From an optimization exercise on the open Yosys and OpenROAD flow, aimed at small area and a short achievable clock period; shortcuts taken in it are not production practice.
No functional check of the RTL was part of any run shown here.

==> design/flow/design.v <==
package posit_pkg;
    localparam OP_SIZE = 2;
    typedef enum logic [OP_SIZE-1:0] {
        ADD = 2'd0,
        SUB = 2'd1,
        MUL = 2'd2,
        DIV = 2'd3
    } op_t;
endpackage
`timescale 1ns/1ps
module posit_decode (
    input  logic [14:0]       mag,
    output logic signed [5:0] te,
    output logic [11:0]       frac,
    output logic              hid
);
    logic        first;
    logic [13:0] x;
    logic [3:0]  lz;
    logic [13:0] y;
    assign first = mag[14];
    assign x     = mag[13:0] ^ {14{first}};
    assign hid   = |mag;
    always_comb begin
        lz = 4'd14;
        for (int i = 0; i < 14; i++) begin
            if (x[i]) lz = 4'(13 - i);
        end
    end
    assign y    = {mag[12:0], 1'b0} << lz;
    assign te   = {first ? {1'b0, lz} : ~{1'b0, lz}, y[13]};
    assign frac = y[12:1];
endmodule
`timescale 1ns/1ps
module core_add_sub (
    input  logic signed [5:0] te1,
    input  logic signed [5:0] te2,
    input  logic [12:0]       mant1,
    input  logic [12:0]       mant2,
    input  logic              eff_sub,
    output logic signed [6:0] te_out,
    output logic [11:0]       frac,
    output logic              guard,
    output logic              sticky,
    output logic              is_zero
);
    logic [6:0]  d;
    logic [3:0]  dsat;
    logic [14:0] bg, sml, small_sh, lowmask;
    logic        stk;
    logic [15:0] r;
    logic [4:0]  lz;
    logic [15:0] n;
    assign d    = 7'(te1) - 7'(te2);
    assign dsat = (d > 7'd15) ? 4'd15 : d[3:0];
    assign bg      = {mant1, 2'b00};
    assign sml    = {mant2, 2'b00};
    assign small_sh = sml >> dsat;
    assign lowmask  = ~(15'h7fff << dsat);
    assign stk      = |(sml & lowmask);
    logic [15:0] sum;
    rca #(.W(15)) add_i (
        .a(bg), .b(small_sh ^ {15{eff_sub}}), .cin(eff_sub & !stk), .s(sum)
    );
    assign r = {sum[15] & !eff_sub, sum[14:0]};
    always_comb begin
        lz = 5'd16;
        for (int i = 0; i < 16; i++) begin
            if (r[i]) lz = 5'(15 - i);
        end
    end
    assign n       = r << lz;
    assign frac    = n[14:3];
    assign guard   = n[2];
    assign sticky  = n[1] | n[0] | stk;
    assign te_out  = 7'(te1) + 7'sd1 - 7'(lz);
    assign is_zero = (r == 16'd0);
endmodule
module rca #(
    parameter W = 16
) (
    input  logic [W-1:0] a,
    input  logic [W-1:0] b,
    input  logic         cin,
    output logic [W:0]   s
);
    logic [W:0] cy;
    assign cy[0] = cin;
    for (genvar i = 0; i < W; i++) begin : g_bit
        assign s[i]    = a[i] ^ b[i] ^ cy[i];
        assign cy[i+1] = (a[i] & b[i]) | (a[i] & cy[i]) | (b[i] & cy[i]);
    end
    assign s[W] = cy[W];
endmodule
`timescale 1ns/1ps
module core_mul (
    input  logic signed [5:0] te1,
    input  logic signed [5:0] te2,
    input  logic [11:0]       f1,
    input  logic [11:0]       f2,
    output logic signed [6:0] te_out,
    output logic [11:0]       frac,
    output logic              guard,
    output logic              sticky
);
    logic [25:0] p;
    logic        ovf, kc;
    logic t1, t2, t3, t4, t5, t6, t7, t8, t9, t10, t11, t12, t13, t14, t15, t16, t17, t18, t19, t20, t21, t22, t23, t24, t25, t26, t27, t28, t29, t30, t31, t32, t33, t34, t35, t36, t37, t38, t39, t40, t41, t42, t43, t44, t45, t46, t47, t48, t49, t50, t51, t52, t53, t54, t55, t56, t57, t58, t59, t60, t61, t62, t63, t64, t65, t66, t67, t68, t69, t70, t71, t72, t73, t74, t75, t76, t77, t78, t79, t80, t81, t82, t83, t84, t85, t86, t87, t88, t89, t90, t91, t92, t93, t94, t95, t96, t97, t98, t99, t100, t101, t102, t103, t104, t105, t106, t107, t108, t109, t110, t111, t112, t113, t114, t115, t116, t117, t118, t119, t120, t121, t122, t123, t124, t125, t126, t127, t128, t129, t130, t131, t132, t133, t134, t135, t136, t137, t138, t139, t140, t141, t142, t143, t144, t145, t146, t147, t148, t149, t150, t151, t152, t153, t154, t155, t156, t157, t158, t159, t160, t161, t162, t163, t164, t165, t166, t167, t168, t169, t170, t171, t172, t173, t174, t175, t176, t177, t178, t179, t180, t181, t182, t183, t184, t185, t186, t187, t188, t189, t190, t191, t192, t193, t194, t195, t196, t197, t198, t199, t200, t201, t202, t203, t204, t205, t206, t207, t208, t209, t210, t211, t212, t213, t214, t215, t216, t217, t218, t219, t220, t221, t222, t223, t224, t225, t226, t227, t228, t229, t230, t231, t232, t233, t234, t235, t236, t237, t238, t239, t240, t241, t242, t243, t244, t245, t246, t247, t248, t249, t250, t251, t252, t253, t254, t255, t256, t257, t258, t259, t260, t261, t262, t263, t264, t265, t266, t267, t268, t269, t270, t271, t272, t273, t274, t275, t276, t277, t278, t279, t280, t281, t282, t283, t284, t285, t286, t287, t288, t289, t290, t291, t292, t293, t294, t295, t296, t297, t298, t299, t300, t301, t302, t303, t304, t305, t306, t307, t308, t309, t310, t311, t312, t313, t314, t315, t316, t317, t318, t319, t320, t321, t322, t323, t324, t325, t326, t327, t328, t329, t330, t331, t332, t333, t334, t335, t336, t337, t338, t339, t340, t341, t342, t343, t344, t345, t346, t347, t348, t349, t350, t351, t352, t353, t354, t355, t356, t357, t358, t359, t360, t361, t362, t363, t364, t365, t366, t367, t368, t369, t370, t371, t372, t373, t374, t375, t376, t377, t378, t379, t380, t381, t382, t383, t384, t385, t386, t387, t388, t389, t390, t391, t392, t393, t394, t395, t396, t397, t398, t399, t400, t401, t402, t403, t404, t405, t406, t407, t408, t409, t410, t411, t412, t413, t414, t415, t416, t417, t418, t419, t420, t421, t422, t423, t424, t425, t426, t427, t428, t429, t430, t431, t432, t433, t434, t435, t436, t437, t438, t439, t440, t441, t442, t443, t444, t445, t446, t447, t448, t449, t450, t451, t452, t453, t454, t455, t456, t457, t458;
    assign kc = 1'b1;
    assign t1 = (f1[0] & f2[0]);
    assign t2 = (f1[0] & f2[1]);
    assign t3 = (f1[1] & f2[0]);
    assign t4 = (f1[0] & f2[2]);
    assign t5 = (f1[1] & f2[1]);
    assign t6 = (f1[2] & f2[0]);
    assign t7 = (f1[0] & f2[3]);
    assign t8 = (f1[1] & f2[2]);
    assign t9 = (f1[2] & f2[1]);
    assign t10 = (f1[3] & f2[0]);
    assign t11 = (f1[0] & f2[4]);
    assign t12 = (f1[1] & f2[3]);
    assign t13 = (f1[2] & f2[2]);
    assign t14 = (f1[3] & f2[1]);
    assign t15 = (f1[4] & f2[0]);
    assign t16 = (f1[0] & f2[5]);
    assign t17 = (f1[1] & f2[4]);
    assign t18 = (f1[2] & f2[3]);
    assign t19 = (f1[3] & f2[2]);
    assign t20 = (f1[4] & f2[1]);
    assign t21 = (f1[5] & f2[0]);
    assign t22 = (f1[0] & f2[6]);
    assign t23 = (f1[1] & f2[5]);
    assign t24 = (f1[2] & f2[4]);
    assign t25 = (f1[3] & f2[3]);
    assign t26 = (f1[4] & f2[2]);
    assign t27 = (f1[5] & f2[1]);
    assign t28 = (f1[6] & f2[0]);
    assign t29 = (f1[0] & f2[7]);
    assign t30 = (f1[1] & f2[6]);
    assign t31 = (f1[2] & f2[5]);
    assign t32 = (f1[3] & f2[4]);
    assign t33 = (f1[4] & f2[3]);
    assign t34 = (f1[5] & f2[2]);
    assign t35 = (f1[6] & f2[1]);
    assign t36 = (f1[7] & f2[0]);
    assign t37 = (f1[0] & f2[8]);
    assign t38 = (f1[1] & f2[7]);
    assign t39 = (f1[2] & f2[6]);
    assign t40 = (f1[3] & f2[5]);
    assign t41 = (f1[4] & f2[4]);
    assign t42 = (f1[5] & f2[3]);
    assign t43 = (f1[6] & f2[2]);
    assign t44 = (f1[7] & f2[1]);
    assign t45 = (f1[8] & f2[0]);
    assign t46 = (f1[0] & f2[9]);
    assign t47 = (f1[1] & f2[8]);
    assign t48 = (f1[2] & f2[7]);
    assign t49 = (f1[3] & f2[6]);
    assign t50 = (f1[4] & f2[5]);
    assign t51 = (f1[5] & f2[4]);
    assign t52 = (f1[6] & f2[3]);
    assign t53 = (f1[7] & f2[2]);
    assign t54 = (f1[8] & f2[1]);
    assign t55 = (f1[9] & f2[0]);
    assign t56 = (f1[0] & f2[10]);
    assign t57 = (f1[1] & f2[9]);
    assign t58 = (f1[2] & f2[8]);
    assign t59 = (f1[3] & f2[7]);
    assign t60 = (f1[4] & f2[6]);
    assign t61 = (f1[5] & f2[5]);
    assign t62 = (f1[6] & f2[4]);
    assign t63 = (f1[7] & f2[3]);
    assign t64 = (f1[8] & f2[2]);
    assign t65 = (f1[9] & f2[1]);
    assign t66 = (f1[10] & f2[0]);
    assign t67 = (f1[0] & f2[11]);
    assign t68 = (f1[1] & f2[10]);
    assign t69 = (f1[2] & f2[9]);
    assign t70 = (f1[3] & f2[8]);
    assign t71 = (f1[4] & f2[7]);
    assign t72 = (f1[5] & f2[6]);
    assign t73 = (f1[6] & f2[5]);
    assign t74 = (f1[7] & f2[4]);
    assign t75 = (f1[8] & f2[3]);
    assign t76 = (f1[9] & f2[2]);
    assign t77 = (f1[10] & f2[1]);
    assign t78 = (f1[11] & f2[0]);
    assign t79 = (f1[1] & f2[11]);
    assign t80 = (f1[2] & f2[10]);
    assign t81 = (f1[3] & f2[9]);
    assign t82 = (f1[4] & f2[8]);
    assign t83 = (f1[5] & f2[7]);
    assign t84 = (f1[6] & f2[6]);
    assign t85 = (f1[7] & f2[5]);
    assign t86 = (f1[8] & f2[4]);
    assign t87 = (f1[9] & f2[3]);
    assign t88 = (f1[10] & f2[2]);
    assign t89 = (f1[11] & f2[1]);
    assign t90 = (f1[2] & f2[11]);
    assign t91 = (f1[3] & f2[10]);
    assign t92 = (f1[4] & f2[9]);
    assign t93 = (f1[5] & f2[8]);
    assign t94 = (f1[6] & f2[7]);
    assign t95 = (f1[7] & f2[6]);
    assign t96 = (f1[8] & f2[5]);
    assign t97 = (f1[9] & f2[4]);
    assign t98 = (f1[10] & f2[3]);
    assign t99 = (f1[11] & f2[2]);
    assign t100 = (f1[3] & f2[11]);
    assign t101 = (f1[4] & f2[10]);
    assign t102 = (f1[5] & f2[9]);
    assign t103 = (f1[6] & f2[8]);
    assign t104 = (f1[7] & f2[7]);
    assign t105 = (f1[8] & f2[6]);
    assign t106 = (f1[9] & f2[5]);
    assign t107 = (f1[10] & f2[4]);
    assign t108 = (f1[11] & f2[3]);
    assign t109 = (f1[4] & f2[11]);
    assign t110 = (f1[5] & f2[10]);
    assign t111 = (f1[6] & f2[9]);
    assign t112 = (f1[7] & f2[8]);
    assign t113 = (f1[8] & f2[7]);
    assign t114 = (f1[9] & f2[6]);
    assign t115 = (f1[10] & f2[5]);
    assign t116 = (f1[11] & f2[4]);
    assign t117 = (f1[5] & f2[11]);
    assign t118 = (f1[6] & f2[10]);
    assign t119 = (f1[7] & f2[9]);
    assign t120 = (f1[8] & f2[8]);
    assign t121 = (f1[9] & f2[7]);
    assign t122 = (f1[10] & f2[6]);
    assign t123 = (f1[11] & f2[5]);
    assign t124 = (f1[6] & f2[11]);
    assign t125 = (f1[7] & f2[10]);
    assign t126 = (f1[8] & f2[9]);
    assign t127 = (f1[9] & f2[8]);
    assign t128 = (f1[10] & f2[7]);
    assign t129 = (f1[11] & f2[6]);
    assign t130 = (f1[7] & f2[11]);
    assign t131 = (f1[8] & f2[10]);
    assign t132 = (f1[9] & f2[9]);
    assign t133 = (f1[10] & f2[8]);
    assign t134 = (f1[11] & f2[7]);
    assign t135 = (f1[8] & f2[11]);
    assign t136 = (f1[9] & f2[10]);
    assign t137 = (f1[10] & f2[9]);
    assign t138 = (f1[11] & f2[8]);
    assign t139 = (f1[9] & f2[11]);
    assign t140 = (f1[10] & f2[10]);
    assign t141 = (f1[11] & f2[9]);
    assign t142 = (f1[10] & f2[11]);
    assign t143 = (f1[11] & f2[10]);
    assign t144 = (f1[11] & f2[11]);
    assign t145 = t46 ^ t47;
    assign t146 = t46 & t47;
    assign t147 = t56 ^ t57 ^ t58;
    assign t148 = (t56 & t57) | (t56 & t58) | (t57 & t58);
    assign t149 = t59 ^ t60;
    assign t150 = t59 & t60;
    assign t151 = t67 ^ t68 ^ t69;
    assign t152 = (t67 & t68) | (t67 & t69) | (t68 & t69);
    assign t153 = t70 ^ t71 ^ t72;
    assign t154 = (t70 & t71) | (t70 & t72) | (t71 & t72);
    assign t155 = t73 ^ t74;
    assign t156 = t73 & t74;
    assign t157 = t79 ^ t80 ^ t81;
    assign t158 = (t79 & t80) | (t79 & t81) | (t80 & t81);
    assign t159 = t82 ^ t83 ^ t84;
    assign t160 = (t82 & t83) | (t82 & t84) | (t83 & t84);
    assign t161 = t85 ^ t86 ^ t87;
    assign t162 = (t85 & t86) | (t85 & t87) | (t86 & t87);
    assign t163 = t88 ^ t89;
    assign t164 = t88 & t89;
    assign t165 = t90 ^ t91 ^ t92;
    assign t166 = (t90 & t91) | (t90 & t92) | (t91 & t92);
    assign t167 = t93 ^ t94 ^ t95;
    assign t168 = (t93 & t94) | (t93 & t95) | (t94 & t95);
    assign t169 = t96 ^ t97 ^ t98;
    assign t170 = (t96 & t97) | (t96 & t98) | (t97 & t98);
    assign t171 = t99 ^ f1[1];
    assign t172 = t99 & f1[1];
    assign t173 = t100 ^ t101 ^ t102;
    assign t174 = (t100 & t101) | (t100 & t102) | (t101 & t102);
    assign t175 = t103 ^ t104 ^ t105;
    assign t176 = (t103 & t104) | (t103 & t105) | (t104 & t105);
    assign t177 = t106 ^ t107 ^ t108;
    assign t178 = (t106 & t107) | (t106 & t108) | (t107 & t108);
    assign t179 = t109 ^ t110 ^ t111;
    assign t180 = (t109 & t110) | (t109 & t111) | (t110 & t111);
    assign t181 = t112 ^ t113 ^ t114;
    assign t182 = (t112 & t113) | (t112 & t114) | (t113 & t114);
    assign t183 = t117 ^ t118 ^ t119;
    assign t184 = (t117 & t118) | (t117 & t119) | (t118 & t119);
    assign t185 = t22 ^ t23;
    assign t186 = t22 & t23;
    assign t187 = t29 ^ t30 ^ t31;
    assign t188 = (t29 & t30) | (t29 & t31) | (t30 & t31);
    assign t189 = t32 ^ t33;
    assign t190 = t32 & t33;
    assign t191 = t37 ^ t38 ^ t39;
    assign t192 = (t37 & t38) | (t37 & t39) | (t38 & t39);
    assign t193 = t40 ^ t41 ^ t42;
    assign t194 = (t40 & t41) | (t40 & t42) | (t41 & t42);
    assign t195 = t43 ^ t44;
    assign t196 = t43 & t44;
    assign t197 = t48 ^ t49 ^ t50;
    assign t198 = (t48 & t49) | (t48 & t50) | (t49 & t50);
    assign t199 = t51 ^ t52 ^ t53;
    assign t200 = (t51 & t52) | (t51 & t53) | (t52 & t53);
    assign t201 = t54 ^ t55 ^ t145;
    assign t202 = (t54 & t55) | (t54 & t145) | (t55 & t145);
    assign t203 = t61 ^ t62 ^ t63;
    assign t204 = (t61 & t62) | (t61 & t63) | (t62 & t63);
    assign t205 = t64 ^ t65 ^ t66;
    assign t206 = (t64 & t65) | (t64 & t66) | (t65 & t66);
    assign t207 = t146 ^ t147 ^ t149;
    assign t208 = (t146 & t147) | (t146 & t149) | (t147 & t149);
    assign t209 = t75 ^ t76 ^ t77;
    assign t210 = (t75 & t76) | (t75 & t77) | (t76 & t77);
    assign t211 = t78 ^ t148 ^ t150;
    assign t212 = (t78 & t148) | (t78 & t150) | (t148 & t150);
    assign t213 = t151 ^ t153 ^ t155;
    assign t214 = (t151 & t153) | (t151 & t155) | (t153 & t155);
    assign t215 = f1[0] ^ f2[0] ^ t152;
    assign t216 = (f1[0] & f2[0]) | (f1[0] & t152) | (f2[0] & t152);
    assign t217 = t154 ^ t156 ^ t157;
    assign t218 = (t154 & t156) | (t154 & t157) | (t156 & t157);
    assign t219 = t159 ^ t161 ^ t163;
    assign t220 = (t159 & t161) | (t159 & t163) | (t161 & t163);
    assign t221 = f2[1] ^ t158 ^ t160;
    assign t222 = (f2[1] & t158) | (f2[1] & t160) | (t158 & t160);
    assign t223 = t162 ^ t164 ^ t165;
    assign t224 = (t162 & t164) | (t162 & t165) | (t164 & t165);
    assign t225 = t167 ^ t169 ^ t171;
    assign t226 = (t167 & t169) | (t167 & t171) | (t169 & t171);
    assign t227 = f1[2] ^ f2[2] ^ t166;
    assign t228 = (f1[2] & f2[2]) | (f1[2] & t166) | (f2[2] & t166);
    assign t229 = t168 ^ t170 ^ t172;
    assign t230 = (t168 & t170) | (t168 & t172) | (t170 & t172);
    assign t231 = t173 ^ t175 ^ t177;
    assign t232 = (t173 & t175) | (t173 & t177) | (t175 & t177);
    assign t233 = t115 ^ t116 ^ f1[3];
    assign t234 = (t115 & t116) | (t115 & f1[3]) | (t116 & f1[3]);
    assign t235 = f2[3] ^ t174 ^ t176;
    assign t236 = (f2[3] & t174) | (f2[3] & t176) | (t174 & t176);
    assign t237 = t178 ^ t179 ^ t181;
    assign t238 = (t178 & t179) | (t178 & t181) | (t179 & t181);
    assign t239 = t120 ^ t121 ^ t122;
    assign t240 = (t120 & t121) | (t120 & t122) | (t121 & t122);
    assign t241 = t123 ^ f1[4] ^ f2[4];
    assign t242 = (t123 & f1[4]) | (t123 & f2[4]) | (f1[4] & f2[4]);
    assign t243 = t180 ^ t182 ^ t183;
    assign t244 = (t180 & t182) | (t180 & t183) | (t182 & t183);
    assign t245 = t124 ^ t125 ^ t126;
    assign t246 = (t124 & t125) | (t124 & t126) | (t125 & t126);
    assign t247 = t127 ^ t128 ^ t129;
    assign t248 = (t127 & t128) | (t127 & t129) | (t128 & t129);
    assign t249 = f1[5] ^ f2[5] ^ t184;
    assign t250 = (f1[5] & f2[5]) | (f1[5] & t184) | (f2[5] & t184);
    assign t251 = t130 ^ t131 ^ t132;
    assign t252 = (t130 & t131) | (t130 & t132) | (t131 & t132);
    assign t253 = t133 ^ t134 ^ f1[6];
    assign t254 = (t133 & t134) | (t133 & f1[6]) | (t134 & f1[6]);
    assign t255 = t135 ^ t136 ^ t137;
    assign t256 = (t135 & t136) | (t135 & t137) | (t136 & t137);
    assign t257 = t11 ^ t12;
    assign t258 = t11 & t12;
    assign t259 = t16 ^ t17 ^ t18;
    assign t260 = (t16 & t17) | (t16 & t18) | (t17 & t18);
    assign t261 = t19 ^ t20;
    assign t262 = t19 & t20;
    assign t263 = t24 ^ t25 ^ t26;
    assign t264 = (t24 & t25) | (t24 & t26) | (t25 & t26);
    assign t265 = t27 ^ t28 ^ t185;
    assign t266 = (t27 & t28) | (t27 & t185) | (t28 & t185);
    assign t267 = t34 ^ t35 ^ t36;
    assign t268 = (t34 & t35) | (t34 & t36) | (t35 & t36);
    assign t269 = t186 ^ t187 ^ t189;
    assign t270 = (t186 & t187) | (t186 & t189) | (t187 & t189);
    assign t271 = t45 ^ t188 ^ t190;
    assign t272 = (t45 & t188) | (t45 & t190) | (t188 & t190);
    assign t273 = t191 ^ t193 ^ t195;
    assign t274 = (t191 & t193) | (t191 & t195) | (t193 & t195);
    assign t275 = t192 ^ t194 ^ t196;
    assign t276 = (t192 & t194) | (t192 & t196) | (t194 & t196);
    assign t277 = t197 ^ t199 ^ t201;
    assign t278 = (t197 & t199) | (t197 & t201) | (t199 & t201);
    assign t279 = t198 ^ t200 ^ t202;
    assign t280 = (t198 & t200) | (t198 & t202) | (t200 & t202);
    assign t281 = t203 ^ t205 ^ t207;
    assign t282 = (t203 & t205) | (t203 & t207) | (t205 & t207);
    assign t283 = t204 ^ t206 ^ t208;
    assign t284 = (t204 & t206) | (t204 & t208) | (t206 & t208);
    assign t285 = t209 ^ t211 ^ t213;
    assign t286 = (t209 & t211) | (t209 & t213) | (t211 & t213);
    assign t287 = t210 ^ t212 ^ t214;
    assign t288 = (t210 & t212) | (t210 & t214) | (t212 & t214);
    assign t289 = t215 ^ t217 ^ t219;
    assign t290 = (t215 & t217) | (t215 & t219) | (t217 & t219);
    assign t291 = t216 ^ t218 ^ t220;
    assign t292 = (t216 & t218) | (t216 & t220) | (t218 & t220);
    assign t293 = t221 ^ t223 ^ t225;
    assign t294 = (t221 & t223) | (t221 & t225) | (t223 & t225);
    assign t295 = t222 ^ t224 ^ t226;
    assign t296 = (t222 & t224) | (t222 & t226) | (t224 & t226);
    assign t297 = t227 ^ t229 ^ t231;
    assign t298 = (t227 & t229) | (t227 & t231) | (t229 & t231);
    assign t299 = t228 ^ t230 ^ t232;
    assign t300 = (t228 & t230) | (t228 & t232) | (t230 & t232);
    assign t301 = t233 ^ t235 ^ t237;
    assign t302 = (t233 & t235) | (t233 & t237) | (t235 & t237);
    assign t303 = t234 ^ t236 ^ t238;
    assign t304 = (t234 & t236) | (t234 & t238) | (t236 & t238);
    assign t305 = t239 ^ t241 ^ t243;
    assign t306 = (t239 & t241) | (t239 & t243) | (t241 & t243);
    assign t307 = t240 ^ t242 ^ t244;
    assign t308 = (t240 & t242) | (t240 & t244) | (t242 & t244);
    assign t309 = t245 ^ t247 ^ t249;
    assign t310 = (t245 & t247) | (t245 & t249) | (t247 & t249);
    assign t311 = f2[6] ^ t246 ^ t248;
    assign t312 = (f2[6] & t246) | (f2[6] & t248) | (t246 & t248);
    assign t313 = t250 ^ t251 ^ t253;
    assign t314 = (t250 & t251) | (t250 & t253) | (t251 & t253);
    assign t315 = t138 ^ f1[7] ^ f2[7];
    assign t316 = (t138 & f1[7]) | (t138 & f2[7]) | (f1[7] & f2[7]);
    assign t317 = t252 ^ t254 ^ t255;
    assign t318 = (t252 & t254) | (t252 & t255) | (t254 & t255);
    assign t319 = t139 ^ t140 ^ t141;
    assign t320 = (t139 & t140) | (t139 & t141) | (t140 & t141);
    assign t321 = f1[8] ^ f2[8] ^ t256;
    assign t322 = (f1[8] & f2[8]) | (f1[8] & t256) | (f2[8] & t256);
    assign t323 = t142 ^ t143 ^ f1[9];
    assign t324 = (t142 & t143) | (t142 & f1[9]) | (t143 & f1[9]);
    assign t325 = t7 ^ t8;
    assign t326 = t7 & t8;
    assign t327 = t13 ^ t14 ^ t15;
    assign t328 = (t13 & t14) | (t13 & t15) | (t14 & t15);
    assign t329 = t21 ^ t258 ^ t259;
    assign t330 = (t21 & t258) | (t21 & t259) | (t258 & t259);
    assign t331 = t260 ^ t262 ^ t263;
    assign t332 = (t260 & t262) | (t260 & t263) | (t262 & t263);
    assign t333 = t264 ^ t266 ^ t267;
    assign t334 = (t264 & t266) | (t264 & t267) | (t266 & t267);
    assign t335 = t268 ^ t270 ^ t271;
    assign t336 = (t268 & t270) | (t268 & t271) | (t270 & t271);
    assign t337 = t272 ^ t274 ^ t275;
    assign t338 = (t272 & t274) | (t272 & t275) | (t274 & t275);
    assign t339 = t276 ^ t278 ^ t279;
    assign t340 = (t276 & t278) | (t276 & t279) | (t278 & t279);
    assign t341 = t280 ^ t282 ^ t283;
    assign t342 = (t280 & t282) | (t280 & t283) | (t282 & t283);
    assign t343 = t284 ^ t286 ^ t287;
    assign t344 = (t284 & t286) | (t284 & t287) | (t286 & t287);
    assign t345 = t288 ^ t290 ^ t291;
    assign t346 = (t288 & t290) | (t288 & t291) | (t290 & t291);
    assign t347 = t292 ^ t294 ^ t295;
    assign t348 = (t292 & t294) | (t292 & t295) | (t294 & t295);
    assign t349 = t296 ^ t298 ^ t299;
    assign t350 = (t296 & t298) | (t296 & t299) | (t298 & t299);
    assign t351 = t300 ^ t302 ^ t303;
    assign t352 = (t300 & t302) | (t300 & t303) | (t302 & t303);
    assign t353 = t304 ^ t306 ^ t307;
    assign t354 = (t304 & t306) | (t304 & t307) | (t306 & t307);
    assign t355 = t308 ^ t310 ^ t311;
    assign t356 = (t308 & t310) | (t308 & t311) | (t310 & t311);
    assign t357 = t312 ^ t314 ^ t315;
    assign t358 = (t312 & t314) | (t312 & t315) | (t314 & t315);
    assign t359 = t316 ^ t318 ^ t319;
    assign t360 = (t316 & t318) | (t316 & t319) | (t318 & t319);
    assign t361 = f2[9] ^ t320 ^ t322;
    assign t362 = (f2[9] & t320) | (f2[9] & t322) | (t320 & t322);
    assign t363 = t144 ^ f1[10] ^ f2[10];
    assign t364 = (t144 & f1[10]) | (t144 & f2[10]) | (f1[10] & f2[10]);
    assign t365 = t4 ^ t5;
    assign t366 = t4 & t5;
    assign t367 = t9 ^ t10 ^ t325;
    assign t368 = (t9 & t10) | (t9 & t325) | (t10 & t325);
    assign t369 = t257 ^ t326 ^ t327;
    assign t370 = (t257 & t326) | (t257 & t327) | (t326 & t327);
    assign t371 = t261 ^ t328 ^ t329;
    assign t372 = (t261 & t328) | (t261 & t329) | (t328 & t329);
    assign t373 = t265 ^ t330 ^ t331;
    assign t374 = (t265 & t330) | (t265 & t331) | (t330 & t331);
    assign t375 = t269 ^ t332 ^ t333;
    assign t376 = (t269 & t332) | (t269 & t333) | (t332 & t333);
    assign t377 = t273 ^ t334 ^ t335;
    assign t378 = (t273 & t334) | (t273 & t335) | (t334 & t335);
    assign t379 = t277 ^ t336 ^ t337;
    assign t380 = (t277 & t336) | (t277 & t337) | (t336 & t337);
    assign t381 = t281 ^ t338 ^ t339;
    assign t382 = (t281 & t338) | (t281 & t339) | (t338 & t339);
    assign t383 = t285 ^ t340 ^ t341;
    assign t384 = (t285 & t340) | (t285 & t341) | (t340 & t341);
    assign t385 = t289 ^ t342 ^ t343;
    assign t386 = (t289 & t342) | (t289 & t343) | (t342 & t343);
    assign t387 = t293 ^ t344 ^ t345;
    assign t388 = (t293 & t344) | (t293 & t345) | (t344 & t345);
    assign t389 = t297 ^ t346 ^ t347;
    assign t390 = (t297 & t346) | (t297 & t347) | (t346 & t347);
    assign t391 = t301 ^ t348 ^ t349;
    assign t392 = (t301 & t348) | (t301 & t349) | (t348 & t349);
    assign t393 = t305 ^ t350 ^ t351;
    assign t394 = (t305 & t350) | (t305 & t351) | (t350 & t351);
    assign t395 = t309 ^ t352 ^ t353;
    assign t396 = (t309 & t352) | (t309 & t353) | (t352 & t353);
    assign t397 = t313 ^ t354 ^ t355;
    assign t398 = (t313 & t354) | (t313 & t355) | (t354 & t355);
    assign t399 = t317 ^ t356 ^ t357;
    assign t400 = (t317 & t356) | (t317 & t357) | (t356 & t357);
    assign t401 = t321 ^ t358 ^ t359;
    assign t402 = (t321 & t358) | (t321 & t359) | (t358 & t359);
    assign t403 = t323 ^ t360 ^ t361;
    assign t404 = (t323 & t360) | (t323 & t361) | (t360 & t361);
    assign t405 = t324 ^ t362 ^ t363;
    assign t406 = (t324 & t362) | (t324 & t363) | (t362 & t363);
    assign t407 = f1[11] ^ f2[11] ^ t364;
    assign t408 = (f1[11] & f2[11]) | (f1[11] & t364) | (f2[11] & t364);
    assign p[0] = t1;
    assign t409 = t2 ^ t3;
    assign t410 = t2 & t3;
    assign p[1] = t409;
    assign t411 = t6 ^ t365 ^ t410;
    assign t412 = (t6 & t365) | (t6 & t410) | (t365 & t410);
    assign p[2] = t411;
    assign t413 = t366 ^ t367 ^ t412;
    assign t414 = (t366 & t367) | (t366 & t412) | (t367 & t412);
    assign p[3] = t413;
    assign t415 = t368 ^ t369 ^ t414;
    assign t416 = (t368 & t369) | (t368 & t414) | (t369 & t414);
    assign p[4] = t415;
    assign t417 = t370 ^ t371 ^ t416;
    assign t418 = (t370 & t371) | (t370 & t416) | (t371 & t416);
    assign p[5] = t417;
    assign t419 = t372 ^ t373 ^ t418;
    assign t420 = (t372 & t373) | (t372 & t418) | (t373 & t418);
    assign p[6] = t419;
    assign t421 = t374 ^ t375 ^ t420;
    assign t422 = (t374 & t375) | (t374 & t420) | (t375 & t420);
    assign p[7] = t421;
    assign t423 = t376 ^ t377 ^ t422;
    assign t424 = (t376 & t377) | (t376 & t422) | (t377 & t422);
    assign p[8] = t423;
    assign t425 = t378 ^ t379 ^ t424;
    assign t426 = (t378 & t379) | (t378 & t424) | (t379 & t424);
    assign p[9] = t425;
    assign t427 = t380 ^ t381 ^ t426;
    assign t428 = (t380 & t381) | (t380 & t426) | (t381 & t426);
    assign p[10] = t427;
    assign t429 = t382 ^ t383 ^ t428;
    assign t430 = (t382 & t383) | (t382 & t428) | (t383 & t428);
    assign p[11] = t429;
    assign t431 = t384 ^ t385 ^ t430;
    assign t432 = (t384 & t385) | (t384 & t430) | (t385 & t430);
    assign p[12] = t431;
    assign t433 = t386 ^ t387 ^ t432;
    assign t434 = (t386 & t387) | (t386 & t432) | (t387 & t432);
    assign p[13] = t433;
    assign t435 = t388 ^ t389 ^ t434;
    assign t436 = (t388 & t389) | (t388 & t434) | (t389 & t434);
    assign p[14] = t435;
    assign t437 = t390 ^ t391 ^ t436;
    assign t438 = (t390 & t391) | (t390 & t436) | (t391 & t436);
    assign p[15] = t437;
    assign t439 = t392 ^ t393 ^ t438;
    assign t440 = (t392 & t393) | (t392 & t438) | (t393 & t438);
    assign p[16] = t439;
    assign t441 = t394 ^ t395 ^ t440;
    assign t442 = (t394 & t395) | (t394 & t440) | (t395 & t440);
    assign p[17] = t441;
    assign t443 = t396 ^ t397 ^ t442;
    assign t444 = (t396 & t397) | (t396 & t442) | (t397 & t442);
    assign p[18] = t443;
    assign t445 = t398 ^ t399 ^ t444;
    assign t446 = (t398 & t399) | (t398 & t444) | (t399 & t444);
    assign p[19] = t445;
    assign t447 = t400 ^ t401 ^ t446;
    assign t448 = (t400 & t401) | (t400 & t446) | (t401 & t446);
    assign p[20] = t447;
    assign t449 = t402 ^ t403 ^ t448;
    assign t450 = (t402 & t403) | (t402 & t448) | (t403 & t448);
    assign p[21] = t449;
    assign t451 = t404 ^ t405 ^ t450;
    assign t452 = (t404 & t405) | (t404 & t450) | (t405 & t450);
    assign p[22] = t451;
    assign t453 = t406 ^ t407 ^ t452;
    assign t454 = (t406 & t407) | (t406 & t452) | (t407 & t452);
    assign p[23] = t453;
    assign t455 = kc ^ t408 ^ t454;
    assign t456 = (kc & t408) | (kc & t454) | (t408 & t454);
    assign p[24] = t455;
    assign t457 = 1'b0 ^ t456;
    assign t458 = 1'b0 & t456;
    assign p[25] = t457;
    assign ovf    = p[25];
    assign frac   = ovf ? p[24:13] : p[23:12];
    assign guard  = ovf ? p[12] : p[11];
    assign sticky = (|p[10:0]) | (ovf & p[11]);
    assign te_out = 7'(te1) + 7'(te2) + 7'(ovf);
endmodule
`timescale 1ns/1ps
module div_sel #(
    parameter FIRST = 0         
) (
    input  logic [15:0] s,
    input  logic [15:0] c,
    input  logic [5:0]  m2,
    input  logic        wide,
    output logic        sub,    
    output logic        two,    
    output logic        one,    
    output logic [1:0]  qpos,   
    output logic [1:0]  qneg    
);
    logic ge2, ltm2;
    if (FIRST) begin : g_first
        assign sub  = 1'b1;
        assign two  = s[15:9] >= {1'b0, m2};
        assign one  = !two;
        assign ge2  = two;
        assign ltm2 = 1'b0;
    end else begin : g_sel
        logic signed [6:0] est;
        logic              ge1, ltm1;
        assign est  = s[15:9] + c[15:9];
        assign ge2  = est >= $signed({1'b0, m2});
        assign ge1  = wide ? (est >= 7'sd6) : (est >= 7'sd4);
        assign ltm2 = est < $signed(~{1'b0, m2});
        assign ltm1 = wide ? (est < -7'sd7) : (est < -7'sd5);
        assign sub  = ge1;
        assign two  = ge2 | ltm2;
        assign one  = (ge1 | ltm1) & !two;
    end
    assign qpos = {ge2, sub & !two};
    assign qneg = {ltm2, !sub & one};
endmodule
module div_csa (
    input  logic [15:0] s,
    input  logic [15:0] c,
    input  logic [15:0] d1,     
    input  logic [15:0] d2,     
    input  logic        sub,
    input  logic        two,
    input  logic        one,
    output logic [15:0] ns,     
    output logic [15:0] nc,
    output logic [15:0] s4,     
    output logic [15:0] c4
);
    logic [15:0] mag, x;
    assign mag = two ? d2 : (one ? d1 : 16'd0);
    assign x   = mag ^ {16{sub}};
    assign ns  = s ^ c ^ x;
    assign nc  = {((s & c) | (s & x) | (c & x)), sub};
    assign s4  = {ns[13:0], 2'b00};
    assign c4  = {nc[13:0], 2'b00};
endmodule
module div_thresh (
    input  logic [2:0] dtop,
    output logic [5:0] m2
);
    always_comb begin
        case (dtop)
            3'd0:    m2 = 6'd12;
            3'd1:    m2 = 6'd14;
            3'd2:    m2 = 6'd15;
            3'd3:    m2 = 6'd16;
            3'd4:    m2 = 6'd18;
            3'd5:    m2 = 6'd20;
            3'd6:    m2 = 6'd20;
            default: m2 = 6'd24;
        endcase
    end
endmodule
module div_head (
    input  logic [11:0] f1,
    input  logic [11:0] f2,
    input  logic [5:0]  m2,
    output logic [15:0] s_out,    
    output logic [15:0] c_out,
    output logic [2:0]  q2,       
    output logic [3:0]  qpos,     
    output logic [3:0]  qneg
);
    logic [15:0] d1, d2, s1, c1, ns, nc;
    logic        sub0, two0, one0;
    assign d1 = {4'b0001, f2};
    assign d2 = {3'b001, f2, 1'b0};
    div_sel #(.FIRST(1)) sel0_i (
        .s({4'b0001, f1}), .c(16'd0), .m2(m2), .wide(f2[11]),
        .sub(sub0), .two(two0), .one(one0), .qpos(qpos[3:2]), .qneg(qneg[3:2])
    );
    div_csa csa0_i (
        .s({4'b0001, f1}), .c(16'd0), .d1(d1), .d2(d2), .sub(sub0), .two(two0), .one(one0),
        .ns(ns), .nc(nc), .s4(s1), .c4(c1)
    );
    div_sel #(.FIRST(0)) sel1_i (
        .s(s1), .c(c1), .m2(m2), .wide(f2[11]),
        .sub(q2[2]), .two(q2[1]), .one(q2[0]), .qpos(qpos[1:0]), .qneg(qneg[1:0])
    );
    assign s_out = s1;
    assign c_out = c1;
endmodule
module div_tail (
    input  logic [15:0] s_in,
    input  logic [15:0] c_in,
    input  logic [2:0]  q2,
    input  logic [3:0]  qpos_in,
    input  logic [3:0]  qneg_in,
    input  logic [11:0] f2,
    input  logic [5:0]  m2,
    output logic [14:0] qm,        
    output logic        wneg,
    output logic        rem_nz
);
    localparam T = 6;
    logic [15:0]    s [T+1];
    logic [15:0]    c [T+1];
    logic [15:0]    d1, d2;
    logic [2*T-1:0] qp, qn;
    logic [15:0]    ns_last, nc_last, ns0, nc0;
    assign d1 = {4'b0001, f2};
    assign d2 = {3'b001, f2, 1'b0};
    div_csa csa1_i (
        .s(s_in), .c(c_in), .d1(d1), .d2(d2), .sub(q2[2]), .two(q2[1]), .one(q2[0]),
        .ns(ns0), .nc(nc0), .s4(s[0]), .c4(c[0])
    );
    for (genvar j = 0; j < T; j++) begin : g_it
        logic        sub, two, one;
        logic [15:0] ns, nc;
        div_sel #(.FIRST(0)) sel_i (
            .s(s[j]), .c(c[j]), .m2(m2), .wide(f2[11]),
            .sub(sub), .two(two), .one(one),
            .qpos(qp[2*(T-1-j) +: 2]), .qneg(qn[2*(T-1-j) +: 2])
        );
        div_csa csa_i (
            .s(s[j]), .c(c[j]), .d1(d1), .d2(d2), .sub(sub), .two(two), .one(one),
            .ns(ns), .nc(nc), .s4(s[j+1]), .c4(c[j+1])
        );
        if (j == T - 1) begin : g_last
            assign ns_last = ns;
            assign nc_last = nc;
        end
    end
    logic [15:0] w, qm16;
    logic        wzero, wmd;
    assign w      = ns_last + nc_last;
    assign wneg   = w[15];
    assign wzero  = (w == 16'd0);
    assign wmd    = (w == (~d1 + 16'd1));
    assign rem_nz = !(wzero | wmd);
    assign qm16   = {qpos_in, qp} + ~{qneg_in, qn};
    assign qm     = qm16[14:0];
endmodule
module div_finish (
    input  logic signed [6:0] te_in,    
    input  logic [14:0]       qm,
    input  logic              wneg,
    input  logic              rem_nz,
    output logic signed [6:0] te_out,
    output logic [11:0]       frac,
    output logic              guard,
    output logic              sticky
);
    logic [14:0] qt;
    assign qt     = qm + 15'(!wneg);
    assign frac   = qt[14] ? qt[13:2] : qt[12:1];
    assign guard  = qt[14] ? qt[1] : qt[0];
    assign sticky = (qt[14] & qt[0]) | rem_nz;
    assign te_out = te_in - 7'(!qt[14]);
endmodule
`timescale 1ns/1ps
module core_op (
    input  logic              is_mul,
    input  logic              is_div,
    input  logic              swap,      
    input  logic              eff_sub,
    input  logic signed [5:0] te_a,
    input  logic signed [5:0] te_b,
    input  logic [11:0]       f_a,
    input  logic [11:0]       f_b,
    input  logic              h_a,
    input  logic              h_b,
    output logic signed [6:0] te_out,
    input  logic [15:0]       div_s,     
    input  logic [15:0]       div_c,
    input  logic [2:0]        div_q2,    
    input  logic [5:0]        div_m2,    
    input  logic [3:0]        div_qp,
    input  logic [3:0]        div_qn,
    output logic [14:0]       val,       
    output logic              wneg,
    output logic              rem_nz,
    output logic              add_zero
);
    logic signed [5:0] te1, te2;
    logic [12:0]       mant1, mant2;
    logic signed [6:0] te_as, te_m;
    logic [11:0]       f_as, f_m;
    logic              g_as, g_m;
    logic              s_as, s_m;
    logic [14:0]       qm;
    assign te1   = swap ? te_b : te_a;
    assign te2   = swap ? te_a : te_b;
    assign mant1 = swap ? {h_b, f_b} : {h_a, f_a};
    assign mant2 = swap ? {h_a, f_a} : {h_b, f_b};
    core_add_sub add_sub_i (
        .te1(te1), .te2(te2), .mant1(mant1), .mant2(mant2), .eff_sub(eff_sub),
        .te_out(te_as), .frac(f_as), .guard(g_as), .sticky(s_as), .is_zero(add_zero)
    );
    core_mul mul_i (
        .te1(te_a), .te2(te_b), .f1(f_a), .f2(f_b),
        .te_out(te_m), .frac(f_m), .guard(g_m), .sticky(s_m)
    );
    div_tail div_i (
        .s_in(div_s), .c_in(div_c), .q2(div_q2), .qpos_in(div_qp), .qneg_in(div_qn),
        .f2(f_b), .m2(div_m2),
        .qm(qm), .wneg(wneg), .rem_nz(rem_nz)
    );
    always_comb begin
        if (is_div) begin
            te_out = 7'(te_a) - 7'(te_b);
            val    = qm;
        end else if (is_mul) begin
            te_out = te_m;
            val    = {f_m, g_m, s_m, 1'b0};
        end else begin
            te_out = te_as;
            val    = {f_as, g_as, s_as, 1'b0};
        end
    end
endmodule
`timescale 1ns/1ps
module posit_encode (
    input  logic              sign,
    input  logic signed [6:0] te,
    input  logic [11:0]       frac,
    input  logic              guard,
    input  logic              sticky,
    input  logic              force_zero,
    input  logic              force_nar,
    output logic [15:0]       word
);
    logic signed [5:0] k;
    logic              kneg, hi, lo;
    logic [3:0]        sh;
    logic [15:0]       seed, body, lowmask;
    logic [14:0]       t, tm;
    logic              g, st, ru, rm, sm;
    assign k    = te[6:1];
    assign kneg = k[5];
    assign hi   = !kneg && (k > 6'sd13);
    assign lo   = kneg && (k < -6'sd14);
    assign sh   = k[3:0] ^ {4{kneg}};
    assign seed    = {~kneg, kneg, te[0], frac, guard};
    assign body    = $signed(seed) >>> sh;
    assign lowmask = ~(16'hffff << sh);
    assign t  = body[15:1];
    assign g  = body[0];
    assign st = (|(seed & lowmask)) | sticky;
    assign ru = g & (st | t[0]);
    always_comb begin
        tm = t;
        rm = ru;
        sm = sign;
        if (force_nar) begin
            tm = 15'h7fff; rm = 1'b1; sm = 1'b1;
        end else if (force_zero) begin
            tm = 15'h0000; rm = 1'b0; sm = 1'b0;
        end else if (hi) begin
            tm = 15'h7fff; rm = 1'b0;
        end else if (lo) begin
            tm = 15'h0001; rm = 1'b0;
        end
    end
    assign word = {sm, tm ^ {15{sm}}} + {15'b0, sm ^ rm};
endmodule
`timescale 1ns/1ps
module posit_unit (
    input  logic        clk,
    input  logic        rst_n,
    input  logic        in_valid,
    input  logic [1:0]  op,
    input  logic [15:0] a,
    input  logic [15:0] b,
    output logic        out_valid,
    output logic [15:0] result
);
    logic        sa, sb, sb_eff;
    logic [14:0] ma, mb;
    logic signed [5:0] ta, tb;
    logic [11:0] fa, fb;
    logic        ha, hb;
    logic        a_zero, b_zero, a_nar, b_nar;
    logic        nar_res, zero_res;
    assign sa = a[15];
    assign sb = b[15];
    assign ma = (a[14:0] ^ {15{sa}}) + 15'(sa);
    assign mb = (b[14:0] ^ {15{sb}}) + 15'(sb);
    assign sb_eff = sb ^ (op == 2'd1);
    posit_decode deca_i (.mag(ma), .te(ta), .frac(fa), .hid(ha));
    posit_decode decb_i (.mag(mb), .te(tb), .frac(fb), .hid(hb));
    logic [15:0] ds, dc;
    logic [3:0]  dqp, dqn;
    logic [2:0]  dq2;
    logic [5:0]  dm2;
    div_thresh div_thresh_i (.dtop(fb[11:9]), .m2(dm2));
    div_head div_head_i (
        .f1(fa), .f2(fb), .m2(dm2), .s_out(ds), .c_out(dc), .q2(dq2), .qpos(dqp), .qneg(dqn)
    );
    assign a_zero = (a == 16'h0000);
    assign b_zero = (b == 16'h0000);
    assign a_nar  = (a == 16'h8000);
    assign b_nar  = (b == 16'h8000);
    assign nar_res  = a_nar || b_nar || (op == 2'd3 && b_zero);
    assign zero_res = op[1] && (a_zero || (!op[0] && b_zero));
    logic        valid_q;
    logic        mul_q, div_q, swap_q;
    logic        sa_q, sb_q;
    logic signed [5:0] ta_q, tb_q;
    logic [11:0] fa_q, fb_q;
    logic        ha_q, hb_q;
    logic        nar_q, zero_q;
    logic [15:0] ds_q, dc_q;
    logic [3:0]  dqp_q, dqn_q;
    logic [2:0]  dq2_q;
    logic [5:0]  dm2_q;
    always_ff @(posedge clk) begin
        if (!rst_n) valid_q <= 1'b0;
        else        valid_q <= in_valid;
    end
    always_ff @(posedge clk) begin
        mul_q  <= (op == 2'd2);
        div_q  <= (op == 2'd3);
        swap_q <= (mb > ma);
        sa_q   <= sa;
        sb_q   <= sb_eff;
        ta_q   <= ta;
        tb_q   <= tb;
        fa_q   <= fa;
        fb_q   <= fb;
        ha_q   <= ha;
        hb_q   <= hb;
        nar_q  <= nar_res;
        zero_q <= zero_res;
        ds_q   <= ds;
        dc_q   <= dc;
        dqp_q  <= dqp;
        dqn_q  <= dqn;
        dq2_q  <= dq2;
        dm2_q  <= dm2;
    end
    logic signed [6:0] te_c;
    logic [14:0]       val_c;
    logic              wneg_c, rnz_c, add_zero;
    logic              res_sign;
    core_op core_op_i (
        .is_mul(mul_q), .is_div(div_q), .swap(swap_q), .eff_sub(sa_q ^ sb_q),
        .te_a(ta_q), .te_b(tb_q), .f_a(fa_q), .f_b(fb_q), .h_a(ha_q), .h_b(hb_q),
        .div_s(ds_q), .div_c(dc_q), .div_q2(dq2_q), .div_m2(dm2_q),
        .div_qp(dqp_q), .div_qn(dqn_q),
        .te_out(te_c), .val(val_c), .wneg(wneg_c), .rem_nz(rnz_c), .add_zero(add_zero)
    );
    always_comb begin
        if (mul_q || div_q) res_sign = sa_q ^ sb_q;
        else                res_sign = swap_q ? sb_q : sa_q;
    end
    logic              sign_r, div_r, wneg_r, rnz_r, fz_r, fn_r;
    logic signed [6:0] te_r;
    logic [14:0]       val_r;
    always_ff @(posedge clk) begin
        if (!rst_n) out_valid <= 1'b0;
        else        out_valid <= valid_q;
        sign_r <= res_sign;
        div_r  <= div_q;
        te_r   <= te_c;
        val_r  <= val_c;
        wneg_r <= wneg_c;
        rnz_r  <= rnz_c;
        fz_r   <= zero_q || (!mul_q && !div_q && add_zero);
        fn_r   <= nar_q;
    end
    logic signed [6:0] te_d, te_o;
    logic [11:0]       frac_d, frac_o;
    logic              g_d, st_d, g_o, st_o;
    div_finish div_fin_i (
        .te_in(te_r), .qm(val_r), .wneg(wneg_r), .rem_nz(rnz_r),
        .te_out(te_d), .frac(frac_d), .guard(g_d), .sticky(st_d)
    );
    assign te_o   = div_r ? te_d : te_r;
    assign frac_o = div_r ? frac_d : val_r[14:3];
    assign g_o    = div_r ? g_d : val_r[2];
    assign st_o   = div_r ? st_d : val_r[1];
    posit_encode enc_i (
        .sign(sign_r), .te(te_o), .frac(frac_o), .guard(g_o), .sticky(st_o),
        .force_zero(fz_r), .force_nar(fn_r), .word(result)
    );
endmodule
==> design/flow/run.sh <==
#!/bin/bash
# synth_recipe.tcl (not shown) runs the flow's synth.tcl, then flattens the netlist and writes it again
# the make line also repeats each setting of config.mk as NAME=value (left out here)
make -C /OpenROAD-flow-scripts/flow DESIGN_CONFIG=/design/flow/config.mk WORK_HOME=/design/flow/orfs CLKGATE_MAP_FILE= SYNTH_SCRIPT=/design/flow/synth_recipe.tcl finish
==> design/flow/config.mk <==
export PLATFORM = sky130hd
export DESIGN_NAME = posit_unit
export DESIGN_NICKNAME = posit_unit
export VERILOG_FILES = /design/flow/design.v
export SDC_FILE = /design/flow/constraint.sdc
export NUM_CORES = 4
export LEC_CHECK = 0
export ABC_AREA = 1
export CAP_MARGIN = 50
export CORE_MARGIN = 2
export CORE_UTILIZATION = 60
export GPL_TIMING_DRIVEN = 1
export SLEW_MARGIN = 70
==> design/flow/constraint.sdc <==
create_clock -name core_clock -period 80.0 [get_ports {clk}]
set_input_delay 16.0000 -clock core_clock [delete_from_list [all_inputs] [get_ports {clk}]]
set_output_delay 16.0000 -clock core_clock [all_outputs]
set_load 0.01 [all_outputs]
==> impl_summary.txt, run 1 <==
----------------------------------------------------
[Clock network]
  CTS resizes ... 0
  CTS buffer count ... 9
  Clock tree from TritonCTS ... built
  Cell at the root of the clock tree ... clkbuf_16
  Count of H-tree levels built during CTS ... 3
  Number of hold-repair buffers added at the cts stage ... 0
  # clock sinks ... between 100 and 150
  Clock-pin slew on the worst setup and hold paths ... approximately 0.090 ns
  Clock latency of the later-clocked register in the worst-skew pair ... approximately 0.39 ns
  Buffers inserted by post-CTS timing repair ... 0
  Max Buffers Root-to-Sink ... 2

[Layout]
  NumNets Final ... ~4300
  Commonest cells after routing, fill and taps aside ... 847 x nand2_1, 681 x inv_1, 242 x ha_1
  Fillers ... between 3000 and 4000
  Final standard cell count with taps included and fillers excluded ... 4305
  Most common cell after layout, fill and taps aside ... nand2_1
  Fraction of layout cells with a size suffix above 1 ... 5.71%
  N_diodes ... 0
  Layout overhead on the synthesized area ... 6.62%

[Synthesis]
  Post-Syn Instances ... ~3800
  Number of synthesized register bits ... 111
  Warnings, synthesis ... 9
  Post-synthesis share of cell area spent on xor and xnor gates ... a little under a tenth
  Flip-flop cell with the highest count after synthesis ... dfxtp_1
  Mapped Area ... about 25000 sq um
  Net count of the mapped netlist ... 4304
  Per-instance average area after synthesis ... around 6.7 sq um
  Post-synthesis mux area share ... less than 1%
  Compound-Gate Fraction of Synth Area ... approximately an eighth
  Number of enable-type register cells in the synthesized netlist ... 0
  Number of distinct library cells after synthesis ... slightly above 60
  Post-Synth Adder-Cell Area ... just over 30%
  Sequential element share of the synthesized area ... slightly below 9%
  Largest family of logic cells by synthesized area ... adder cells
  Synth Area in Simple Gates ... about a quarter
  Share of synthesized flip-flops with an asynchronous set or reset ... 0%

[Drt]
  Drt drc ... 0
  Number of vias per cell ... ~5.7
  Detail Route Antenna Nets ... 0
  Vias after detailed routing ... between 20000 and 25000
  Average wire per standard cell ... ~17 um
  Wirelength, routed ... between 70000 and 80000 um
  DRC marker count from the first detailed-route iteration ... 2151
  Number of optimization iterations in the first detailed-route pass ... 6

[Critical path]
  Cell repeated most along the worst path ... nor2_1
  Arrival time at the worst endpoint ... 25.78 ns
  R2R setup slack ... between 50 and 60 ns
  Critical path class ... register to register
  Cell count of the worst reg-to-reg path ... roughly 120
  Critical path data required time ... between 80 and 90 ns
  Largest delay share family, worst path ... adder cells
  Start point of the critical path ... fb_q[6]$_DFF_P_
  Master of the slowest instance on the critical path ... fa_1
  Reg-to-reg endpoint ... rnz_r$_DFF_P_
  Type of origin of the critical path ... register
  Crit path buffers/inverters ... 11
  R2r startpoint ... fb_q[6]$_DFF_P_
  Slowest cell delay on critical path ... ~0.63 ns
  Nature of the critical path endpoint ... register
  Largest driver fanout on the critical path ... 20

[Worst hold path]
  Hold Path Depth ... 0
  Hold wc startpoint ... nar_q$_DFF_P_
  Hold crit path type ... register to register
  Endpoint of the worst hold-timing path ... fn_r$_DFF_P_

[Placed design]
  Placer's final routability congestion estimate ... roughly 1
  Number of buffers inserted by port buffering ... 53
  HPWL Detailed ... just over 60000 um
  Count of placed standard cells including taps ... approximately 4300

[STA]
  Total Neg Setup Slack ... 0 ns
  Worst-case hold slack ... just under 0.4 ns
  Final slew viol count ... 0
  Final worst path period share ... a little under a third
  Final critical path time including I/O delays and setup ... roughly 25 ns
  Slew Limit Headroom ... approximately two thirds
  Worst-margin pin slew ... between 0.5 and 0.6 ns
  Final setup skew ... 0.0162 ns
  Final number of setup-violating endpoints ... 0
  Maximum clock frequency ... about 0.039 GHz
  RSZ-0062 raised after global routing ... no
  Fin. Hold Viols ... 0

[Global route]
  First-pass GRT wire length ... 121000 um
  Overall overflow remaining after global route ... 0
  Initial antenna violation count ... 1
  Maximum number of pins on one net before global-route repair ... 30
  Global routing usage summed across all routing layers ... around a third
  Number of global-route vias before repair ... 24149

[Floorplanning]
  Area inside the core boundary ... around 42000 sq um
  DIE AREA ... 43900 sq um
  Die H ... ~210 um
  Number of placement rows ... 75
  Number of I/O pins ... 54
  Horizontal extent of the die ... 209 um
  Starting utilization of the core area ... between 60% and 70%

[Outcome]
  Status ... no timing/DRC/antenna violations

[Flow run]
  Number of violations of the max-capacitance limit ... 0

----------------------------------------------------
through the flow:
stage	cell area (sq um)	util [%]	setup slack [ns]
floorplan	25300	-	56.75
global placement	26200	62.5	53.36
detailed placement	26600	63.4	53.91
CTS	26900	64.2	53.94
global route	27000	64.5	52.22
finish	27000	64.5	54.52
synth_stat cells (all sizes together) (2+ instances only):
cell | n | area [sq um]
a22oi | 2 | 15.0
a21boi | 3 | 22.5
clkinv | 13 | 48.8
nor2 | 256 | 983
buf | 37 | 229
mux2i | 5 | 50.1
o211ai | 32 | 240
a31o | 3 | 26.3
o31ai | 4 | 30.0
nand3b | 13 | 97.6
dfxtp | 111 | 2220
nand2 | 874 | 3350
or2 | 12 | 75.1
ha | 248 | 3100
o21a | 7 | 52.6
o221ai | 5 | 43.8
fa | 226 | 4520
a21o | 2 | 15.0
and3 | 2 | 12.5
o21bai | 18 | 135
xor2 | 223 | 1990
o21ai | 241 | 1210
nor4 | 19 | 155
clkbuf | 95 | 357
a21oi | 144 | 721
nor3 | 37 | 195
and2 | 3 | 18.8
xnor2 | 41 | 367
nand3 | 240 | 1230
inv | 698 | 2620
nand4 | 47 | 307
a31oi | 26 | 163
o311ai | 2 | 17.5
o22ai | 86 | 538
a211oi | 6 | 45.0
a221oi | 2 | 17.5
a2111oi | 2 | 17.5
kinds of logic (layout without fill, tap and decap cells):
family / Yosys count / count (layout)
AO/OA/AOI/OAI: 590 / 590
XOR/XNOR: 265 / 265
adder cells (fa/ha/maj): 475 / 475
buffers and inverters: 843 / 816
flip-flops: 111 / 111
multiplexers: 5 / 5
AND/OR/NAND/NOR: 1504 / 1504
area by class of cell:
type	instances	area, sq um	area share (%)
Multi-Input combinational cell	2839	20300	75.0
Sequential cell	111	2250	8.34
Clock buffer	10	239	0.885
Timing Repair Buffer	89	818	3.03
Inverter	711	2680	9.92
Clock inverter	6	83.8	0.310
Tap cell	539	674	2.50
per-layer routing:
layer	global-route usage [%]	wire (um)
met1	46.2	32600
met2	57.4	34600
met4	11.6	2280
met5	0	13
met3	3.82	4630
flip-flops by register name (all words and copies together), names as in the netlist, 2 cells and up:
register,flops
val_r,15
core_op_i.div_i.csa1_i.s,12
fa_q,12
fb_q,12
core_op_i.div_c,11
te_r,7
ta_q,6
tb_q,6
dm2_q,5
dq2_q,3
dqp_q,3
dqn_q,2
worst max path at each step:
| stage | depth (start not counted) | to |
|---|---|---|
| 6_report | 121 | rnz_r$_DFF_P_ |
| 5_1_grt | 124 | rnz_r$_DFF_P_ |
| 4_1_cts | 121 | rnz_r$_DFF_P_ |
| 3_5_place_dp | 121 | rnz_r$_DFF_P_ |
| 3_3_place_gp | 123 | rnz_r$_DFF_P_ |
| 2_1_floorplan | 130 | rnz_r$_DFF_P_ |
==> inputs of run 2 (changes only) <==
--- a/design/flow/config.mk
+++ b/design/flow/config.mk
@@ -7,7 +7,7 @@
 export LEC_CHECK = 0
 export ABC_AREA = 1
-export CAP_MARGIN = 50
+export CAP_MARGIN = 60
 export CORE_MARGIN = 2
-export CORE_UTILIZATION = 60
+export CORE_UTILIZATION = 50
 export GPL_TIMING_DRIVEN = 1
-export SLEW_MARGIN = 70
+export SLEW_MARGIN = 80
==> run 2 against run 1 <==
  * Clock skew rose by 0.015 ns
  * Die area rose by 20%
  * Count of clock-buffer cells in the layout fell by 1
  * Synthesized cell count did not move
  * Cell count rose by 4.3%
  * Critical path type unchanged
  * First-iteration DRC count fell by 19%
  * Utilization fell by 6.4 points
==> impl_summary.txt, run 2 <==
----------------------------------------------------
[Critical path]
  Largest driver fanout on the critical path ... 18 (-10%)
  Nature of the critical path endpoint ... register
  Critical path class ... register to register
  Master of the slowest instance on the critical path ... clkdlybuf4s50_1
  Type of origin of the critical path ... register
  Cell repeated most along the worst path ... nand2_1
  Reg-to-reg endpoint ... rnz_r$_DFF_P_
  Slowest cell delay on critical path ... 0.58 ns (-0.05 ns)
  Cell count of the worst reg-to-reg path ... 127 (+5.0%)
  R2r startpoint ... fb_q[8]$_DFF_P_
  Arrival time at the worst endpoint ... 25.42 ns (-0.36 ns)
  R2R setup slack ... 54.90 ns (+0.38 ns)
  Critical path data required time ... 80.32 ns (+0.02 ns)

[Synthesis]
  Per-instance average area after synthesis ... 6.68 sq um (unchanged)
  Number of distinct library cells after synthesis ... 62 (unchanged)
  Mapped Area ... 25300 sq um (unchanged)
  Number of synthesized register bits ... 111 (unchanged)
  Flip-flop cell with the highest count after synthesis ... dfxtp_1
  Number of enable-type register cells in the synthesized netlist ... 0 (unchanged)
  Dominant cells by area after synthesis ... fa_1 18%, nand2_1 13%, ha_1 12%
  Leading area contributor after synthesis ... fa_1
  Warnings, synthesis ... 9 (unchanged)
  Most frequent cell after synthesis ... nand2_1
  Synth top area share ... 17.9% (unchanged)
  Most frequent cells after synthesis ... 859 x nand2_1, 685 x inv_1, 251 x nor2_1
  Share of synthesized flip-flops with an asynchronous set or reset ... 0% (unchanged)
  Post-Syn Instances ... 3793 (unchanged)
  Sequential element share of the synthesized area ... 8.77% (unchanged)
  Net count of the mapped netlist ... 4304 (unchanged)

[Layout]
  Final standard cell count with taps included and fillers excluded ... 4488 (+4.3%)
  Fillers ... 4851 (+25%)
  Post-layout utilization of the core ... 58.1% (-6.4 points)
  Number of flip-flops under the largest register name ... 15 (unchanged)
  Reg with most FFs ... val_r
  NumNets Final ... 4322 (+1.2%)
  Post-route standard cell area excluding fillers ... 29100 sq um (+7.7%)
  Most common cell after layout, fill and taps aside ... nand2_1
  Commonest cells after routing, fill and taps aside ... 842 x nand2_1, 662 x inv_1, 238 x ha_1
  Layout overhead on the synthesized area ... 14.8%
  N_diodes ... 0 (unchanged)
  Fraction of layout cells with a size suffix above 1 ... 11.2% (+5.5 points)

[STA]
  Final setup skew ... 0.0307 ns (+0.0145 ns)
  RSZ-0062 raised after global routing ... no
  Slew Limit Headroom ... 78.1% (+13 points)
  Fin. Hold Viols ... 0 (unchanged)
  Final critical path time including I/O delays and setup ... 25.10 ns (-0.383 ns)
  Final number of setup-violating endpoints ... 0 (unchanged)
  Final slew viol count ... 0 (unchanged)
  Total Neg Setup Slack ... 0 ns (unchanged)
  Final worst path period share ... 31.4% (-0.48 points)
  Maximum clock frequency ... 0.0398 GHz (+1.5%)
  Minimum setup slack in the final design ... 54.90 ns (+0.383 ns)
  Worst-case hold slack ... 0.402 ns (+0.00970 ns)
  Worst-margin pin slew ... 0.329 ns (-0.183 ns)

[Clock network]
  Count of H-tree levels built during CTS ... 3 (unchanged)
  Cell at the root of the clock tree ... clkbuf_16
  Max Buffers Root-to-Sink ... 2 (unchanged)
  Clock tree from TritonCTS ... built
  Number of hold-repair buffers added at the cts stage ... 0 (unchanged)
  CTS buffer count ... 9 (unchanged)
  Clock latency of the later-clocked register in the worst-skew pair ... 0.40 ns (about the same)
  Buffers inserted by post-CTS timing repair ... 0 (unchanged)
  Clock-pin slew on the worst setup and hold paths ... 0.10 ns (about the same)
  CTS resizes ... 0 (unchanged)
  # clock sinks ... 111 (unchanged)

[Global route]
  Initial antenna violation count ... 1 (unchanged)
  Overall overflow remaining after global route ... 0 (unchanged)
  Maximum number of pins on one net before global-route repair ... 28 (-6.7%)
  First-pass GRT wire length ... 127000 um (+4.3%)
  Global routing usage summed across all routing layers ... 29.9% (-4.4 points)
  Number of global-route vias before repair ... 24303 (+0.64%)

[Drt]
  Average wire per standard cell ... 17.5 um (+1.4%)
  Number of optimization iterations in the first detailed-route pass ... 8 (+2)
  Drt drc ... 0 (unchanged)
  Detail Route Antenna Nets ... 0 (unchanged)
  Number of vias per cell ... 5.48 (-4.4%)
  DRC marker count from the first detailed-route iteration ... 1744 (-19%)
  Vias after detailed routing ... 24575 (-0.30%)
  Wirelength, routed ... 78300 um (+5.7%)

[Placed design]
  HPWL Detailed ... 64500 um (+5.4%)
  Placer's final routability congestion estimate ... 0.933 (-5.9%)
  Number of buffers inserted by port buffering ... 53 (unchanged)
  Count of placed standard cells including taps ... 4463 (+4.1%)
  Total cell area at the placement stage ... 28100 sq um (+5.7%)
  Worst setup slack before clock tree synthesis ... 54.55 ns (+0.634 ns)

[Floorplanning]
  Die H ... 229 um (+9.4%)
  Area inside the core boundary ... 50100 sq um (+20%)
  DIE AREA ... 52500 sq um (+20%)
  Number of placement rows ... 82 (+9.3%)
  Horizontal extent of the die ... 229 um (+9.4%)
  Number of I/O pins ... 54 (unchanged)
  Starting utilization of the core area ... 50.6% (-9.9 points)

[Flow run]
  Number of violations of the max-capacitance limit ... 0 (unchanged)

[Worst hold path]
  Endpoint of the worst hold-timing path ... fn_r$_DFF_P_
  Hold Path Depth ... 0 (unchanged)
  Hold crit path type ... register to register
  Hold wc startpoint ... nar_q$_DFF_P_

[Outcome]
  Status ... no timing/DRC/antenna violations

----------------------------------------------------
[run 2: cell counts after synthesis]
No cell type changed its count.
[run 2: cell families after synthesis]
| family | share of synthesized area (%) |
|---|---|
| muxes | 0.198 |
| buffers and inverters | 12.8 |
| and+or+nand+nor | 25.4 |
| DFF | 8.77 |
| adders and majority gates | 30.2 |
| xor gates and xnor gates | 9.40 |
| AOI/OAI and AO/OA | 13.2 |
[run 2: worst max path at each step]
| stage | startpoint | to | slack, ns |
|---|---|---|---|
| global route | fb_q[8]$_DFF_P_ | rnz_r$_DFF_P_ | 53.06 |
| finish | fb_q[8]$_DFF_P_ | rnz_r$_DFF_P_ | 54.90 |
| floorplan | fb_q[7]$_DFF_P_ | rnz_r$_DFF_P_ | 56.75 |
| global placement | fb_q[6]$_DFF_P_ | rnz_r$_DFF_P_ | 53.27 |
| CTS | fb_q[8]$_DFF_P_ | rnz_r$_DFF_P_ | 54.51 |
| detailed placement | fb_q[8]$_DFF_P_ | rnz_r$_DFF_P_ | 54.55 |
[run 2: final cells by class]
class / count / area [sq um] / share of cell area, %
Clock inverter: 7 / 71.3 / 0.245
Timing Repair Buffer: 139 / 1240 / 4.28
Multi-Input combinational cell: 2839 / 21700 / 74.7
Tap cell: 672 / 841 / 2.89
Sequential cell: 111 / 2270 / 7.82
Inverter: 711 / 2710 / 9.33
Clock buffer: 9 / 225 / 0.774
[run 2: per-layer routing]
| layer | GRT usage, % | routed length (um) | vias up |
|---|---|---|---|
| met1 | 40.7 | 35600 | 11722 |
| met4 | 5.60 | 1400 | 2 |
| met3 | 3.60 | 4060 | 91 |
| met2 | 51.2 | 37300 | 692 |
| li1 | - | - | 12068 |
| met5 | 0 | 7 | - |
[run 2: worst max-delay path, delay by kind of cell, from the launching register on]
kind / cells / cell delay [ns]
flip-flops: 1 / 0.51
adder cells (fa/ha/maj): 30 / 11.11
XOR/XNOR: 11 / 2.21
AO/OA/AOI/OAI: 24 / 4.02
AND/OR/NAND/NOR: 46 / 4.57
buffers and inverters: 16 / 2.56

==> separate check: timing with driven ports <==
How much do the figures lean on ideal ports? The routed layouts below were timed once more, with nothing changed but the port constraints. Step 1, drivers: a clkbuf_16 drives clk and a buf_2 each remaining input, both assumed. Step 2, shift: input delay + t, output delay - t, t = (earliest + latest rising clock arrival at the registers) / 2. This alone moves slack from input paths to output paths. Slacks: ideal / step 1 / step 2; pairs: ideal / step 1.
| run | t (ns) | slack for setup (ns) | worst setup path after step 2 | slew at the worst register clock pin (ns) |
|---|---|---|---|---|
| run 1 | 0.435 | 54.518 / 54.518 / 54.518 | register to register | 0.09 / 0.09 |
| run 2 | 0.449 | 54.901 / 54.901 / 54.901 | register to register | 0.10 / 0.10 |
After both steps setup and hold are still met in every run listed.
